What follows belongs to an exercise in optimizing a design on an open flow for small area, a short achievable clock period and few clock cycles per item; a production flow would make more cautious choices.
Power is estimated from default activity; no workload was simulated.

==> module cache_mem_arbiter, before the edit <==
module cache_mem_arbiter #(
  parameter int LINE_ADDR_LEN = cache_pkg::LINE_ADDR_LEN_DEF,
  parameter int ADDR_W        = 32
) (
  input  logic                           clk,
  input  logic                           rst_n,
  input  logic                           i_req,
  input  logic                           i_we,
  input  logic [ADDR_W-1:0]              i_addr,
  input  logic [32*(1<<LINE_ADDR_LEN)-1:0] i_wline,
  output logic [32*(1<<LINE_ADDR_LEN)-1:0] i_rline,
  output logic                           i_done,
  input  logic                           d_req,
  input  logic                           d_we,
  input  logic [ADDR_W-1:0]              d_addr,
  input  logic [32*(1<<LINE_ADDR_LEN)-1:0] d_wline,
  output logic [32*(1<<LINE_ADDR_LEN)-1:0] d_rline,
  output logic                           d_done,
  output logic                           mem_req,
  output logic                           mem_we,
  output logic [ADDR_W-1:0]              mem_addr,
  output logic [31:0]                    mem_wdata,
  input  logic [31:0]                    mem_rdata,
  input  logic                           mem_ready,
  output logic [31:0]                    i_served_cnt,
  output logic [31:0]                    d_served_cnt
);
  localparam int                       LINE_WORDS = 1 << LINE_ADDR_LEN;
  localparam int                       WORD_SH    = $clog2(cache_pkg::WORD_BYTES);
  localparam int                       OFF_BITS   = LINE_ADDR_LEN + WORD_SH;
  localparam logic [LINE_ADDR_LEN-1:0] LAST_BEAT  = {LINE_ADDR_LEN{1'b1}};
  logic                      r_act;           
  cache_pkg::req_id_t        r_owner;         
  logic                      r_we;
  logic [LINE_ADDR_LEN-1:0]  r_beat;
  logic [ADDR_W-1:OFF_BITS]  r_line;          
  logic [31:0]               r_wdata;         
  logic                      r_nxt_valid;
  cache_pkg::req_id_t        r_nxt_id;
  logic                      r_i_busy, r_d_busy;    
  logic                      r_i_done, r_d_done;
  logic [32*LINE_WORDS-1:0]  r_i_rline, r_d_rline;
  logic [31:0]               r_i_served_cnt, r_d_served_cnt;
  logic [32*(LINE_WORDS-1)-1:0] r_buf;
  logic                      w_at_last, w_last, w_free, w_gnt;
  logic                      w_gnt_valid;
  cache_pkg::req_id_t        w_gnt_id, w_owner_n;
  logic                      w_i_pend, w_d_pend;
  logic [31:0]               w_word, w_next_word;
  logic [LINE_ADDR_LEN-1:0]  w_beat_n;
  logic [32*LINE_WORDS-1:0]  w_owner_wl;
  assign w_at_last = r_act & (r_beat == LAST_BEAT);
  assign w_last    = w_at_last & mem_ready;
  assign w_free    = ~r_act | (mem_ready & (r_beat == LAST_BEAT));
  assign w_gnt     = w_free & r_nxt_valid;
  assign w_owner_n = w_gnt ? r_nxt_id : r_owner;
  assign w_i_pend = i_req & ~r_i_busy & ~(w_gnt & (r_nxt_id == cache_pkg::REQ_I));
  assign w_d_pend = d_req & ~r_d_busy & ~(w_gnt & (r_nxt_id == cache_pkg::REQ_D));
  rr_arbiter2 u_rr (
    .req         ({w_d_pend, w_i_pend}),
    .last_grant  (w_owner_n),
    .grant_valid (w_gnt_valid),
    .grant_id    (w_gnt_id)
  );
  assign w_word      = r_we ? r_wdata : mem_rdata;
  assign w_beat_n    = w_gnt ? '0 : ((r_act & mem_ready) ? r_beat + 1'b1 : r_beat);
  assign w_owner_wl  = (w_owner_n == cache_pkg::REQ_D) ? d_wline : i_wline;
  assign w_next_word = w_owner_wl[{w_beat_n, 5'd0} +: 32];
  always_ff @(posedge clk or negedge rst_n) begin
    if (!rst_n) begin
      r_act          <= 1'b0;
      r_owner        <= cache_pkg::REQ_I;
      r_beat         <= '0;
      r_nxt_valid    <= 1'b0;
      r_nxt_id       <= cache_pkg::REQ_I;
      r_i_busy       <= 1'b0;
      r_d_busy       <= 1'b0;
      r_i_done       <= 1'b0;
      r_d_done       <= 1'b0;
      r_i_rline      <= '0;
      r_d_rline      <= '0;
      r_i_served_cnt <= '0;
      r_d_served_cnt <= '0;
    end else begin
      r_act       <= w_gnt | (r_act & ~w_last);
      r_owner     <= w_owner_n;
      r_beat      <= w_beat_n;
      r_nxt_valid <= w_gnt_valid;
      r_nxt_id    <= w_gnt_id;
      r_i_busy    <= (r_i_busy & ~r_i_done) | (w_gnt & (r_nxt_id == cache_pkg::REQ_I));
      r_d_busy    <= (r_d_busy & ~r_d_done) | (w_gnt & (r_nxt_id == cache_pkg::REQ_D));
      r_i_done    <= w_last & (r_owner == cache_pkg::REQ_I);
      r_d_done    <= w_last & (r_owner == cache_pkg::REQ_D);
      if (w_last & (r_owner == cache_pkg::REQ_I)) r_i_rline <= {w_word, r_buf};
      if (w_last & (r_owner == cache_pkg::REQ_D)) r_d_rline <= {w_word, r_buf};
      r_i_served_cnt <= r_i_served_cnt + {31'd0, r_i_done};
      r_d_served_cnt <= r_d_served_cnt + {31'd0, r_d_done};
    end
  end
  always_ff @(posedge clk) begin
    r_we    <= (w_owner_n == cache_pkg::REQ_D) ? d_we : i_we;
    r_line  <= (w_owner_n == cache_pkg::REQ_D) ? d_addr[ADDR_W-1:OFF_BITS] : i_addr[ADDR_W-1:OFF_BITS];
    r_wdata <= w_next_word;
    for (int w = 0; w < LINE_WORDS - 1; w++)
      if (mem_ready && r_beat == LINE_ADDR_LEN'(w)) r_buf[32*w +: 32] <= w_word;
  end
  assign mem_req      = r_act;
  assign mem_we       = r_we;
  assign mem_addr     = {r_line, r_beat, {WORD_SH{1'b0}}};
  assign mem_wdata    = r_wdata;
  assign i_done       = r_i_done;
  assign d_done       = r_d_done;
  assign i_rline      = r_i_rline;
  assign d_rline      = r_d_rline;
  assign i_served_cnt = r_i_served_cnt;
  assign d_served_cnt = r_d_served_cnt;
endmodule
Settings: LEC_CHECK=0, ABC_CLOCK_PERIOD_IN_PS=2500, CAP_MARGIN=20, CORE_AREA=5 5 295 295, DIE_AREA=0 0 300 300, SETUP_SLACK_MARGIN=3.6, SLEW_MARGIN=20; clock period 6.0 ns.
standard.sh (not shown) runs the stock make flow with config.mk's settings and CLKGATE_MAP_FILE= SYNTH_SCRIPT=/design/flow/synth_recipe.tcl, a recipe that flattens the netlist after the stock synthesis.
==> flow/flow/run.sh <==
#!/bin/bash
# The standard layout (standard.sh), except that the port buffers that
# buffer_ports inserts are sky130_fd_sc_hd__buf_1 cells (the resizer still sizes
# them afterwards) instead of the delay cell it picks by default, and pins may
# sit on neighbouring routing tracks so that they fit on a smaller die.
set -euo pipefail
export BUFFER_PORTS_ARGS="-buffer_cell sky130_fd_sc_hd__buf_1"
export PLACE_PINS_ARGS="-min_distance 1 -min_distance_in_tracks"
bash standard.sh finish > standard_make.log 2>&1
==> next run, changes <==
--- a/flow/design.v
+++ b/flow/design.v
@@ -78,10 +78,9 @@
   logic                      w_gnt_valid;
   cache_pkg::req_id_t        w_gnt_id, w_owner_n;
   logic                      w_i_pend, w_d_pend;
   logic [31:0]               w_word, w_next_word;
-  logic [LINE_ADDR_LEN-1:0]  w_beat_n;
-  logic [32*LINE_WORDS-1:0]  w_owner_wl;
+  logic [32*LINE_WORDS-1:0]  w_nxt_wline, w_own_wline;
   assign w_at_last = r_act & (r_beat == LAST_BEAT);
   assign w_last    = w_at_last & mem_ready;
   assign w_free    = ~r_act | (mem_ready & (r_beat == LAST_BEAT));
   assign w_gnt     = w_free & r_nxt_valid;
@@ -94,11 +93,12 @@
     .grant_valid (w_gnt_valid),
     .grant_id    (w_gnt_id)
   );
   assign w_word      = r_we ? r_wdata : mem_rdata;
-  assign w_beat_n    = w_gnt ? '0 : ((r_act & mem_ready) ? r_beat + 1'b1 : r_beat);
-  assign w_owner_wl  = (w_owner_n == cache_pkg::REQ_D) ? d_wline : i_wline;
-  assign w_next_word = w_owner_wl[{w_beat_n, 5'd0} +: 32];
+  assign w_nxt_wline = (r_nxt_id == cache_pkg::REQ_D) ? d_wline : i_wline;
+  assign w_own_wline = (r_owner == cache_pkg::REQ_D) ? d_wline : i_wline;
+  assign w_next_word = (~r_act | (r_beat == LAST_BEAT)) ? w_nxt_wline[31:0] :
+                       w_own_wline[{r_beat + 1'b1, 5'd0} +: 32];
   always_ff @(posedge clk or negedge rst_n) begin
     if (!rst_n) begin
       r_act          <= 1'b0;
       r_owner        <= cache_pkg::REQ_I;
@@ -115,9 +115,10 @@
       r_d_served_cnt <= '0;
     end else begin
       r_act       <= w_gnt | (r_act & ~w_last);
       r_owner     <= w_owner_n;
-      r_beat      <= w_beat_n;
+      if (w_gnt)                      r_beat <= '0;
+      else if (r_act & mem_ready)     r_beat <= r_beat + 1'b1;
       r_nxt_valid <= w_gnt_valid;
       r_nxt_id    <= w_gnt_id;
       r_i_busy    <= (r_i_busy & ~r_i_done) | (w_gnt & (r_nxt_id == cache_pkg::REQ_I));
       r_d_busy    <= (r_d_busy & ~r_d_done) | (w_gnt & (r_nxt_id == cache_pkg::REQ_D));
@@ -129,11 +130,12 @@
       r_d_served_cnt <= r_d_served_cnt + {31'd0, r_d_done};
     end
   end
   always_ff @(posedge clk) begin
-    r_we    <= (w_owner_n == cache_pkg::REQ_D) ? d_we : i_we;
-    r_line  <= (w_owner_n == cache_pkg::REQ_D) ? d_addr[ADDR_W-1:OFF_BITS] : i_addr[ADDR_W-1:OFF_BITS];
-    r_wdata <= w_next_word;
+    r_we   <= (w_owner_n == cache_pkg::REQ_D) ? d_we : i_we;
+    r_line <= (w_owner_n == cache_pkg::REQ_D) ? d_addr[ADDR_W-1:OFF_BITS] : i_addr[ADDR_W-1:OFF_BITS];
+    if (~r_act | mem_ready)
+      r_wdata <= w_next_word;
     for (int w = 0; w < LINE_WORDS - 1; w++)
       if (mem_ready && r_beat == LINE_ADDR_LEN'(w)) r_buf[32*w +: 32] <= w_word;
   end
   assign mem_req      = r_act;
Result:
- sequential power hardly moves
- sequential share of layout area climbs by 2.9 points
- wire length went down by 2.7%
- design area goes down by 5.3%
- core utilization shrinks by 3.4 points
- final cell count came out lower by 10%
- synthesized cell count is lower by 16%
- worst hold slack barely changes
- register-to-register slack gets better by 360 ps
- total power went up by 0.98%
- setup slack gets better by 140 ps
- clock-buffer cell count falls by 6
- global-route usage is about the same
Function was not checked in any run of this note: the RTL went through the layout flow alone.

[what the ideal ports hide]
No port has a modelled driver above. Below, the same layouts with a new extraction and two added sets of constraints.
Step 1, drivers: a clkbuf_16 drives clk and a buf_2 each remaining input, both assumed.
Step 2 times the ports against the registers' clock, not the clock port: input delays grow and output delays shrink by t, the midpoint of the rising clock arrivals with the driver on.
a / b / c = ideal ports / drivers / drivers and shift; a / b = the first two.
run	t (ns)	slack for setup (ns)	worst hold slack (ns)	slew at the worst register clock pin (ns)
the first run	0.702	3.239 / 3.163 / 2.461	0.443 / 0.443 / 0.443	0.07 / 0.07
the second run	0.707	3.376 / 3.304 / 3.003	0.441 / 0.441 / 0.441	0.07 / 0.07
After both steps every run listed still meets setup and hold. For the first run, which loses most, drivers alone change the setup slack by -0.076 ns; drivers and shift together by -0.778 ns.
